Context: an optimization exercise on an open-source flow, tuned for small area, a short achievable clock period and few clock cycles per item. The choices shown serve that exercise and are no tape-out recipe. In this exercise RTL edits were held to simulation tests only and were not proved equivalent to the original.

==> flow/design.v (outline; a module is shown in full before it is edited, if it fits) <==
// module pow_stream: 140 lines
// module pw_mul: 939 lines
// module pw_sq: 428 lines
module pow_stream #(
  parameter int DATA_W = 32,
  parameter int EXP_W  = 3,
  parameter int ID_W   = 1
) (
  input  logic              clk,
  input  logic              aresetn,
  input  logic              s_tvalid,
  output logic              s_tready,
  input  logic [DATA_W-1:0] s_tdata,
  input  logic [EXP_W-1:0]  s_texp,
  input  logic [ID_W-1:0]   s_tid,
  input  logic              s_tlast,
  output logic              m_tvalid,
  input  logic              m_tready,
  output logic [DATA_W-1:0] m_tdata,
  output logic [ID_W-1:0]   m_tid,
  output logic              m_tlast,
  output logic              m_tovf
);
  // ...
==> flow/run.sh <==
#!/bin/bash
# synth_recipe.tcl (not shown) runs the flow's synth.tcl, then flattens the netlist and writes it again
# the make line also repeats each setting of config.mk as NAME=value (left out here)
make -C /OpenROAD-flow-scripts/flow DESIGN_CONFIG=/design/flow/config.mk WORK_HOME=/design/flow/orfs CLKGATE_MAP_FILE= SYNTH_SCRIPT=/design/flow/synth_recipe.tcl finish
==> flow/config.mk <==
export PLATFORM = sky130hd
export DESIGN_NAME = pow_stream
export DESIGN_NICKNAME = pow_stream
export VERILOG_FILES = /design/flow/design.v
export SDC_FILE = /design/flow/constraint.sdc
export NUM_CORES = 4
export LEC_CHECK = 0
export CAP_MARGIN = 20
export CORE_MARGIN = 2
export CORE_UTILIZATION = 40
export SETUP_SLACK_MARGIN = 3
export SLEW_MARGIN = 20
==> flow/constraint.sdc <==
create_clock -name core_clock -period 9.5 [get_ports {clk}]
set_input_delay 1.9000 -clock core_clock [delete_from_list [all_inputs] [get_ports {clk}]]
set_output_delay 1.9000 -clock core_clock [all_outputs]
set_load 0.01 [all_outputs]
==> run notes, run 1 <==
* Worst Hold End: r1_id
* CP max stage delay at 0.65 ns
* Syn nets at 6,619
* N_diodes at 1
* Non-clock buffers at 316
* Mux cell area share after synthesis at 0.01575
* CP Capture Type: register
* All-Layer GR Usage at 0.2477
* Synth Area in Adders at 0.4818
* Num ports at 78
* TritonCTS clock tree: done
* Clock buffers at 42
* Tapcells at 1,662
* Unrepaired setup endpoints after global routing: true
* Data-path buffer share of cell area in the final layout at 0.05119
* Area share of the largest cell type after synthesis at 0.4088
* Worst-path clk slew at 0.06 ns
* Area Overhead vs Synth at 10.56%
* Largest net degree at the start of global routing at 158
* MaxCap Viol Count at 0
* Final Cell Area at 0.05647 sq mm
* Largest cells by area after synthesis: fa_1 (41%), edfxtp_1 (14%), and2_1 (11%), inv_1 (7.9%), ha_1 (7.3%)
* Gate Count Post-Synth at 5,237
* Status: timing/DRC/antenna clean
* Clock Sinks at 247
* Mean Syn Cell Area at 9.753 sq um
* Max-area cell class: multi-input combinational cells
* CP endpoint: o_d[31]
* Hold-fix buffer count after cts at 0
* Setup Buffers After CTS at 110
* Combinational family with the most area after synthesis: adder cells
* I/O Buffers at 77
* Commonest cells after routing, fill and taps aside: inv_1 (1,079), fa_1 (1,037), and2_1 (880)
* TritonCTS buffer count at 35
* Layout Utilization at 0.4439
* Initial DRC Count at 2,598
* Multi-input gate area at 0.03887 sq mm
* Critical R2R Launch: r2_hi[24]
* Most used standard cell by instance count after synthesis: inv_1
* Vias at 36.43k
* Vias in the first global route at 40.13k
Testbench counts, summed over its fixed seeds: cycles 8,040, items 8,000.
==> run 2: changes to the inputs <==
--- a/flow/config.mk
+++ b/flow/config.mk
@@ -9,4 +9,4 @@
 export CORE_MARGIN = 2
 export CORE_UTILIZATION = 40
-export SETUP_SLACK_MARGIN = 3
+export SETUP_SLACK_MARGIN = 5
 export SLEW_MARGIN = 20
==> run 2 against run 1 <==
Worst setup slack better by 0.092 ns; first-iteration DRC count is 1.2% lower; design area is 10% higher; clock-buffer cell count is 9 lower; register-to-register slack better by 0.09 ns; clock skew is 0.014 ns higher; critical path depth is 3 higher; sequential share of layout area is 1.2 points lower; non-clock buffer count is 252 higher; final cell count is 3.5% higher; hold slack hardly changed; highest routed layer unchanged.
==> run notes, run 2 <==
* Largest cells by area after synthesis: fa_1 (41%), edfxtp_1 (14%), and2_1 (11%), inv_1 (7.9%), ha_1 (7.3%)
* Syn nets at 6,619 (unchanged)
* Clock tree buffer depth at 3
* Die W at 361.3 um
* Area share of the largest cell type after synthesis at 0.4088 (unchanged)
* All-Layer GR Usage at 0.2588 (+0.01111)
* Layout Utilization at 0.4895 (+0.04557)
* Crit-path cells: buf_6, and2_1, fa_2, fa_1, inv_1, fa_1, inv_1, fa_1, inv_2, fa_2, fa_2, fa_1, inv_2, ha_4, and3_4, nand2_4, nor3_4, a221oi_2, a211oi_2, xnor2_2, mux2_4, mux2_4
* Minimum clock period after layout at 6.264 ns
* Worst hold slack at 0.4192 ns
* Critical Path Most Common Cell: fa_1
* Async SR Flop Fraction at 0.02429
* Synth area leader: fa_1
* Status: timing/DRC/antenna clean
* Final worst slack at 3.236 ns
* Top Metal Used: met5
* H-Tree Depth at 1
* Antenna violations before repair at 8
* Seq/Total Area, Yosys at 0.1446
* CP max stage delay at 0.54 ns (-0.11 ns)
* Multi-input gate area at 0.04153 sq mm (+6.8%)
* Insertion delay to the later sink of the worst-skew pair at 0.65 ns
* Yosys warns at 1
* Final Cell Area at 0.06226 sq mm (+10%)
* Max Slew Vio Count at 0
* TritonCTS buffer count at 31 (-11%)
* Area after DPL at 0.05430 sq mm
* Drt wl/cell at 23.22 um
* Setup tns final at 0 ns
* Area Overhead vs Synth at 21.91%
* HP Class: register to register
* Commonest cells after routing, fill and taps aside: inv_1 (1,022), fa_1 (940), and2_1 (834)
* Final hold violations at 0
* Worst reg2reg setup slack at 3.24 ns
* Critical R2R Launch: r2_hi[11]
* Netlist cell types at 69
* Num ports at 78 (unchanged)
* Setup Slack @ Placement at 2.724 ns
* CTS root buffer: clkbuf_16
* Worst-path fanout max at 21
* Placer Congestion at 0.8973
* Commonest cells post-synth: inv_1 (1,079), fa_1 (1,043), and2_1 (881)
* Clk_skew at 0.04151 ns
* Finish-stage setup viols at 0
* WHS Path Cells at 0
* Least-Margin Pin Slew at 1.246 ns
* Mean Syn Cell Area at 9.753 sq um (unchanged)
* Via density at 5.254
* Met2 WL at 81,980 um
* Placed insts at 6,787
* Reg2Reg Capture Point: o_d[31]
* Vias at 38.14k (+4.7%)
* CP Capture Type: register
* Gate Count Post-Synth at 5,237 (unchanged)
* # rows at 131
* Hold-fix buffer count after cts at 0 (unchanged)
* Met1 Wirelength at 64,730 um
* First-pass GRT wire length at 254,200 um
* Post-DP HPWL at 111,000 um
* Nets at 6,951
* Flops & latches, synth at 247
* Die Ht at 361.3 um
* Drt pass-1 iters at 5
* Worst EP required at 9.88 ns
* Slew margin rel. at 0.1606
* FF-to-FF path depth at 22
* Vias in the first global route at 41.25k (+2.8%)
* Post-synth EDFFs at 241
* Most used standard cell by instance count after synthesis: inv_1
* TritonCTS clock tree: done
* HP Start: r1_e[2]
* FF/Latch Area at 0.007391 sq mm
* GRT Residual Overflow at 0
* Unrepaired setup endpoints after global routing: true
* Starting Density at 0.4016
* Setup CP Type: register to register
* Fmax at 159.6 MHz
* Most common cell after layout, fill and taps aside: inv_1
* Core box area at 0.1272 sq mm
* Largest net degree at the start of global routing at 64 (-59%)
* Startpoint type of the worst setup path: register
* Routed wire length on met3 at 10,610 um
* Share of cells above drive strength 1 at 0.2040
* Worst-path clk slew at 0.06 ns (about the same)
* Post-Syn Area at 0.05107 sq mm
* Crit share post-route at 0.6594
* Drt drc at 0
* Slowest-stage cell, CP: fa_1
* Antenna viol nets, final at 0
* Non-Filler Instances at 7,259
* I/O Buffers at 77 (unchanged)
* Initial DRC Count at 2,568 (-1.2%)
* Main flop type after synthesis: edfxtp_1
* CP Data Arrival Time at 6.64 ns
* Die area at 0.1306 sq mm
* Detailed Route WL at 168,600 um
* Filler cell count at 11.54k
* Clock Sinks at 247 (unchanged)
* Worst Hold End: r2_mul
* MaxCap Viol Count at 0 (unchanged)
run 2: cell counts after synthesis:
Identical to the previous run, type by type.
run 2: final cells by class:
cell class / count / area share
diodes: 5 / 0.0002010
well taps: 1662 / 0.03340
flip-flops and latches: 247 / 0.1187
inverters: 1079 / 0.06523
clock inverters: 23 / 0.003195
clock buffers: 33 / 0.01258
multi-input cells: 3642 / 0.6670
repair buffers: 568 / 0.09967
run 2: how the worst max path moves through the flow:
| stage | start | slack, ns | depth (start not counted) | end |
|---|---|---|---|---|
| after floorplan | r2_hi[0] | 3.50 | 22 | o_d[31] |
| after global placement | r2_lo[3] | 2.81 | 21 | o_d[31] |
| after detailed placement | r2_lo[3] | 2.72 | 21 | o_d[31] |
| after CTS | r2_lo[13] | 3.31 | 23 | o_d[31] |
| after global routing | r2_lo[5] | 3.06 | 23 | o_d[31] |
| final | r2_hi[11] | 3.24 | 22 | o_d[31] |
run 2: layer usage:
metal	vias up	global-route usage
li1	16303	-
met1	19706	0.3197
met3	527	0.03063
met5	-	0
met4	4	0.1302
met2	1601	0.4474
run 2: cell families (layout without fill, tap and decap cells):
group	Yosys count	count (layout)	share of synthesized area
muxes	71	71	0.01575
xor gates and xnor gates	269	269	0.04684
DFF	247	247	0.1446
buffers and inverters	1348	1703	0.09922
adders and majority gates	1341	1341	0.4818
AOI/OAI and AO/OA	330	330	0.04405
and+or+nand+nor	1631	1631	0.1677
other	0	5	0
run 2: worst max-delay path: cells and delay by family, from the launching register on:
| kind | cells | cell delay (ns) |
|---|---|---|
| adders and majority gates | 8 | 3.53 |
| and+or+nand+nor | 4 | 0.69 |
| muxes | 2 | 0.51 |
| AOI/OAI and AO/OA | 2 | 0.41 |
| buffers and inverters | 5 | 0.39 |
| DFF | 1 | 0.37 |
| xor gates and xnor gates | 1 | 0.09 |
run 2: repair_timing:
action,4_1_cts,5_1_grt
setup buffers,313,77
setup endpoints to repair,100,102
gates resized for setup,439,266
cloned,15,6
pin swaps,196,193
==> run 3: changes to the inputs <==
--- a/flow/config.mk
+++ b/flow/config.mk
@@ -9,4 +9,3 @@
 export CORE_MARGIN = 2
 export CORE_UTILIZATION = 40
-export SETUP_SLACK_MARGIN = 5
 export SLEW_MARGIN = 20
==> run 3 against run 2 <==
Still clean on timing, DRC and antenna; sequential share of layout area up 1.6 points; synthesized area unchanged; worst setup slack worse by 0.87 ns; clock-buffer cell count up 9; first-iteration DRC count down 14%; clock skew down 0.011 ns; fmax down 12%; synthesized cell count unchanged; final cell count down 5.6%; via count down 7.1%; critical endpoint unchanged; largest cell class unchanged.
==> run notes, run 3 <==
* CP Data Arrival Time at 7.45 ns (+0.81 ns)
* Placed insts at 6,790 (+0.044%)
* Least-Margin Pin Slew at 1.228 ns (-0.01788 ns)
* Filler cell count at 12.31k (+6.7%)
* Post-Syn Area at 0.05107 sq mm (unchanged)
* TritonCTS buffer count at 35 (+13%)
* Unrepaired setup endpoints after global routing: false
* Starting Density at 0.4016 (unchanged)
* Gate Count Post-Synth at 5,237 (unchanged)
* H-Tree Depth at 2 (+1)
* Clock tree buffer depth at 3 (unchanged)
* Slew margin rel. at 0.1813 (+0.02070)
* Met2 WL at 75,150 um (-8.3%)
* Top Metal Used: met5
* Worst reg2reg setup slack at 2.37 ns (-0.87 ns)
* Crit share post-route at 0.7506 (+0.09126)
* Commonest cells after routing, fill and taps aside: inv_1 (1,079), fa_1 (1,043), and2_1 (880)
* Nets at 6,547 (-5.8%)
* WHS Path Cells at 0 (unchanged)
* Drt pass-1 iters at 7 (+2)
* First-pass GRT wire length at 237,900 um (-6.4%)
* Vias in the first global route at 39.44k (-4.4%)
* Via density at 5.168 (-1.6%)
* Worst Hold End: r2_mul
* MaxCap Viol Count at 0 (unchanged)
* I/O Buffers at 77 (unchanged)
* HP Class: register to register
* Reg2Reg Capture Point: o_d[31]
* Worst hold slack at 0.4200 ns (+0.0008000 ns)
* FF-to-FF path depth at 21 (-4.5%)
* Async SR Flop Fraction at 0.02429 (unchanged)
* Non-Filler Instances at 6,855 (-5.6%)
* Vias at 35.43k (-7.1%)
* Die area at 0.1306 sq mm (unchanged)
* Clock Sinks at 247 (unchanged)
* Setup Buffers After CTS at 0 (-100%)
* Max Slew Vio Count at 0 (unchanged)
* Worst-path fanout max at 28 (+33%)
* Layout Utilization at 0.4304 (-0.05910)
* Worst-path clk slew at 0.06 ns (about the same)
* Antenna viol nets, final at 0 (unchanged)
* Drt drc at 0 (unchanged)
* Status: timing/DRC/antenna clean
* Antenna violations before repair at 6 (-2)
* Setup CP Type: register to register
* Startpoint type of the worst setup path: register
* Area Overhead vs Synth at 7.190%
* Syn nets at 6,619 (unchanged)
* GRT Residual Overflow at 0 (unchanged)
* Synth area leader: fa_1
* Finish-stage setup viols at 0 (unchanged)
* Drt wl/cell at 22.17 um (-4.6%)
* Routed wire length on met3 at 9229 um (-13%)
* # rows at 131 (unchanged)
* Most used standard cell by instance count after synthesis: inv_1
* Initial DRC Count at 2,209 (-14%)
* Clk_skew at 0.03026 ns (-0.01125 ns)
* Flops & latches, synth at 247 (unchanged)
* Main flop type after synthesis: edfxtp_1
* Commonest cells post-synth: inv_1 (1,079), fa_1 (1,043), and2_1 (881)
* Post-synth EDFFs at 241 (unchanged)
* Num ports at 78 (unchanged)
* CTS root buffer: clkbuf_16
* Detailed Route WL at 151,900 um (-9.9%)
* Insertion delay to the later sink of the worst-skew pair at 0.60 ns (-0.05 ns)
* Seq/Total Area, Yosys at 0.1446 (unchanged)
* Post-DP HPWL at 111,600 um (+0.57%)
* Die Ht at 361.3 um (unchanged)
* Area share of the largest cell type after synthesis at 0.4088 (unchanged)
* CP Capture Type: register
* Minimum clock period after layout at 7.131 ns (+0.8670 ns)
* All-Layer GR Usage at 0.2402 (-0.01860)
* Die W at 361.3 um (unchanged)
* Yosys warns at 1 (unchanged)
* HP Start: r1_e[2]
* Placer Congestion at 0.8970 (about the same)
* Netlist cell types at 69 (unchanged)
* Setup tns final at 0 ns (unchanged)
* Critical R2R Launch: r2_lo[3]
* Hold-fix buffer count after cts at 0 (unchanged)
* Share of cells above drive strength 1 at 0.04622 (-0.1578)
* Mean Syn Cell Area at 9.753 sq um (unchanged)
* Core box area at 0.1272 sq mm (unchanged)
* Fmax at 140.2 MHz (-12%)
* Worst EP required at 9.82 ns (-0.06 ns)
* Met1 Wirelength at 60,350 um (-6.8%)
* Final hold violations at 0 (unchanged)
* Largest net degree at the start of global routing at 158 (+150%)
* Cells resized by post-CTS repair at 0 (-100%)
* Largest cells by area after synthesis: fa_1 (41%), edfxtp_1 (14%), and2_1 (11%), inv_1 (7.9%), ha_1 (7.3%)
* TritonCTS clock tree: done
* Most common cell after layout, fill and taps aside: inv_1
-- run 3: kinds of logic after synthesis --
logic type / Yosys count / share of synthesized area
adder cells (fa/ha/maj): 1341 / 0.4818
flip-flops: 247 / 0.1446
multiplexers: 71 / 0.01575
buffers and inverters: 1348 / 0.09922
AND/OR/NAND/NOR: 1631 / 0.1677
XOR/XNOR: 269 / 0.04684
AO/OA/AOI/OAI: 330 / 0.04405
-- run 3: critical path, stage by stage (launching register included) --
cell and delay, ns:
edfxtp_1 1.14, and2_1 0.27, fa_1 0.44, fa_1 0.49, inv_1 0.05, fa_1 0.54
inv_1 0.05, fa_1 0.38, fa_1 0.49, inv_1 0.05, fa_1 0.47, inv_1 0.04
ha_1 0.35, a21o_1 0.21, a21o_1 0.19, a2111oi_0 0.54, nor3_1 0.13, a221oi_2 0.25
a211oi_2 0.11, xnor2_1 0.13, mux2_4 0.27, mux2_4 0.25
-- run 3: how the worst max path moves through the flow --
stage | slack [ns] | depth (start not counted) | end | from
after floorplan | 3.08 | 24 | o_d[31] | r2_hi[0]
after detailed placement | 2.43 | 21 | o_d[31] | r2_lo[3]
final | 2.37 | 21 | o_d[31] | r2_lo[3]
after global placement | 2.49 | 21 | o_d[31] | r2_lo[3]
after global routing | 2.05 | 21 | o_d[31] | r2_lo[3]
after CTS | 2.40 | 21 | o_d[31] | r2_lo[3]
-- run 3: layout make-up --
class / count / area, sq um / area share
Antenna cell: 1 / 2.502 / 0.00004571
Clock buffer: 42 / 943.4 / 0.01723
Clock inverter: 22 / 237.7 / 0.004342
Inverter: 1079 / 4050 / 0.07398
Multi-Input combinational cell: 3642 / 38620 / 0.7055
Sequential cell: 247 / 7391 / 0.1350
Tap cell: 1662 / 2079 / 0.03798
Timing Repair Buffer: 160 / 1419 / 0.02592
-- run 3: through the flow --
stage                     setup WS (ns)  area, sq um
final                             2.369        54750
after floorplan                   3.082        51070
after CTS                         2.397        54740
after global routing              2.050        54740
after detailed placement          2.431        53560
after global placement            2.486        53560
-- run 3: layer usage --
| metal | vias up | track usage |
|---|---|---|
| met5 | - | 0 |
| met4 | 6 | 0.09910 |
| met3 | 364 | 0.03438 |
| met2 | 1243 | 0.4181 |
| met1 | 18344 | 0.2989 |
| li1 | 15471 | - |

[re-timing with driven ports]
In the flow no input, the clock included, has a driving cell. The finished layouts below were timed again as built, in two steps.
Step 1: set_driving_cell puts a clkbuf_16 on clk and a buf_2 on each other input, an assumption about the parent block.
Step 2 times the ports against the registers' clock, not the clock port: input delays grow and output delays shrink by t, the midpoint of the rising clock arrivals with the driver on.
Slacks: ideal / step 1 / step 2; pairs: ideal / step 1.
run | shift t [ns] | setup slack, ns | latest minus earliest clock arrival (ns)
run 1 | 0.636 | 3.144 / 3.144 / 3.144 | 0.030 / 0.030
run 2 | 0.690 | 3.236 / 3.236 / 3.236 | 0.047 / 0.047
run 3 | 0.644 | 2.369 / 2.369 / 2.369 | 0.032 / 0.032
After both steps setup and hold are still met in every run listed.
